Source: an optimization exercise on an open RTL-to-GDS flow (aim: small area). Production flows keep margins and buffers that such runs may drop.
The RTL was checked by simulation tests, not by an equivalence proof against the original design.
Power is estimated from default activity; no workload was simulated.

## rename_stage
module rename_stage #(
    parameter int ARCH_REGS = 32,
    parameter int PHYS_REGS = 128,
    parameter int FL_DEPTH  = 128
) (
    input  logic          clk,
    input  logic          reset,
    input  logic          valid_in,
    output logic          ready_in,
    input  logic [$clog2(ARCH_REGS)-1:0] rs1,
    input  logic [$clog2(ARCH_REGS)-1:0] rs2,
    input  logic [$clog2(ARCH_REGS)-1:0] rd,
    input  logic          rd_write,
    input  logic [1:0]    fu_in,
    input  logic          is_branch,
    output logic          valid_out,
    input  logic          ready_out,
    output logic [$clog2(PHYS_REGS)-1:0] ps1,
    output logic [$clog2(PHYS_REGS)-1:0] ps2,
    output logic [$clog2(PHYS_REGS)-1:0] pd_new,
    output logic [$clog2(PHYS_REGS)-1:0] pd_old,
    output logic [1:0]    fu_out,
    input  logic          retire_valid,
    input  logic [$clog2(PHYS_REGS)-1:0] retire_pd,
    input  logic          br_resolve,
    input  logic          mispredict
);
Settings: LEC_CHECK=0, ABC_AREA=1, CAP_MARGIN=20, CORE_MARGIN=2, CORE_UTILIZATION=58, CTS_BUF_LIST=sky130_fd_sc_hd__clkbuf_2 sky130_fd_sc_hd__clkbuf_4, CTS_CLUSTER_DIAMETER=35, CTS_CLUSTER_SIZE=8, GPL_TIMING_DRIVEN=0, SLEW_MARGIN=20; clock period 6.5 ns.
standard.sh (not shown) runs the stock make flow with config.mk's settings and CLKGATE_MAP_FILE= SYNTH_SCRIPT=/design/flow/synth_recipe.tcl, a recipe that flattens the netlist after the stock synthesis.
==> flow/flow/run.sh <==
#!/bin/bash
set -euo pipefail
here=$PWD
cfg() { sed -n "s/^export $1 = //p" config.mk; }
args="-sink_clustering_enable -repair_clock_nets -dont_use_dummy_load"
[[ -n "$(cfg CTS_BUF_LIST)" ]] && args="$args -buf_list {$(cfg CTS_BUF_LIST)}"
[[ -n "$(cfg CTS_CLUSTER_SIZE)" ]] && args="$args -sink_clustering_size $(cfg CTS_CLUSTER_SIZE)"
[[ -n "$(cfg CTS_CLUSTER_DIAMETER)" ]] && args="$args -sink_clustering_max_diameter $(cfg CTS_CLUSTER_DIAMETER)"
export CTS_ARGS="$args"
export FLOW_ABC_SCRIPT=$here/flow/area.abc
export FLOW_SYNTH_TCL=$here/synth_recipe.tcl
# Port buffers: the smallest buffer; repair_design sizes or buffers behind it as needed.
export BUFFER_PORTS_ARGS="-buffer_cell sky130_fd_sc_hd__buf_1"
echo "CTS_ARGS=$CTS_ARGS" > cts_args.log
bash standard.sh SYNTH_SCRIPT=$here/flow/synth.tcl finish > standard_flow.log 2>&1
==> flow/flow/area.abc <==
strash
&get -n
&deepsyn -T 60
&dch -f
&nf -R 1000
&put
topo
stime -c
==> flow/flow/synth.tcl <==
# The standard synthesis (synth_recipe.tcl, unchanged), except that ABC maps
# the combinational logic with flow/area.abc: deeper area-oriented logic
# optimisation and mapping, and no buffering or sizing (placement repairs
# those). Flip-flops are mapped by dfflibmap before ABC runs, as usual.
proc abc {args} {
  set i [lsearch -exact $args -script]
  if {$i >= 0} {
    set args [lreplace $args [expr {$i + 1}] [expr {$i + 1}] $::env(FLOW_ABC_SCRIPT)]
  }
  yosys abc {*}$args
}
source $::env(FLOW_SYNTH_TCL)
Edit:
--- a/flow/config.mk
+++ b/flow/config.mk
@@ -9,8 +9,9 @@
 export CAP_MARGIN = 20
 export CORE_MARGIN = 2
-export CORE_UTILIZATION = 58
+export CORE_UTILIZATION = 50
 export CTS_BUF_LIST = sky130_fd_sc_hd__clkbuf_2 sky130_fd_sc_hd__clkbuf_4
 export CTS_CLUSTER_DIAMETER = 35
 export CTS_CLUSTER_SIZE = 8
 export GPL_TIMING_DRIVEN = 0
+export SETUP_SLACK_MARGIN = 0.3
 export SLEW_MARGIN = 20
The changed run finished with timing, DRC and antenna clean.
Total power drops by 2.2%.
Clock power grows by about 2%.
Die area is higher by 16%.
Cell count grows by 0.63%.
Routed wire length grows by 5.3%.
Core utilization shrinks by 8.4 points.
Setup slack is better by 350 ps.

-- what the ideal ports hide --
The results above use ideal ports. As a check the final layouts listed here were re-extracted and re-timed, cells and wires unchanged.
Step 1: set_driving_cell puts a clkbuf_16 on clk and a buf_2 on each other input, an assumption about the parent block.
Step 2, shift: input delay + t, output delay - t, t = (earliest + latest rising clock arrival at the registers) / 2. This alone moves slack from input paths to output paths.
Slacks: ideal / step 1 / step 2; pairs: ideal / step 1.
run	t, ns	setup WS [ns]	worst setup path at the end	worst register clock-pin slew, ns	worst slew at a driven data input, ns
the first run	1.163	0.435 / 0.401 / -0.095	input to register	0.11 / 0.11	0.10
the second run	1.220	0.783 / 0.764 / 0.329	input to register	0.10 / 0.10	0.05
With both steps, setup timing fails in the first run, where it was met with ideal ports. For the first run, which loses most, drivers alone change the setup slack by -0.034 ns; drivers and shift together by -0.530 ns.
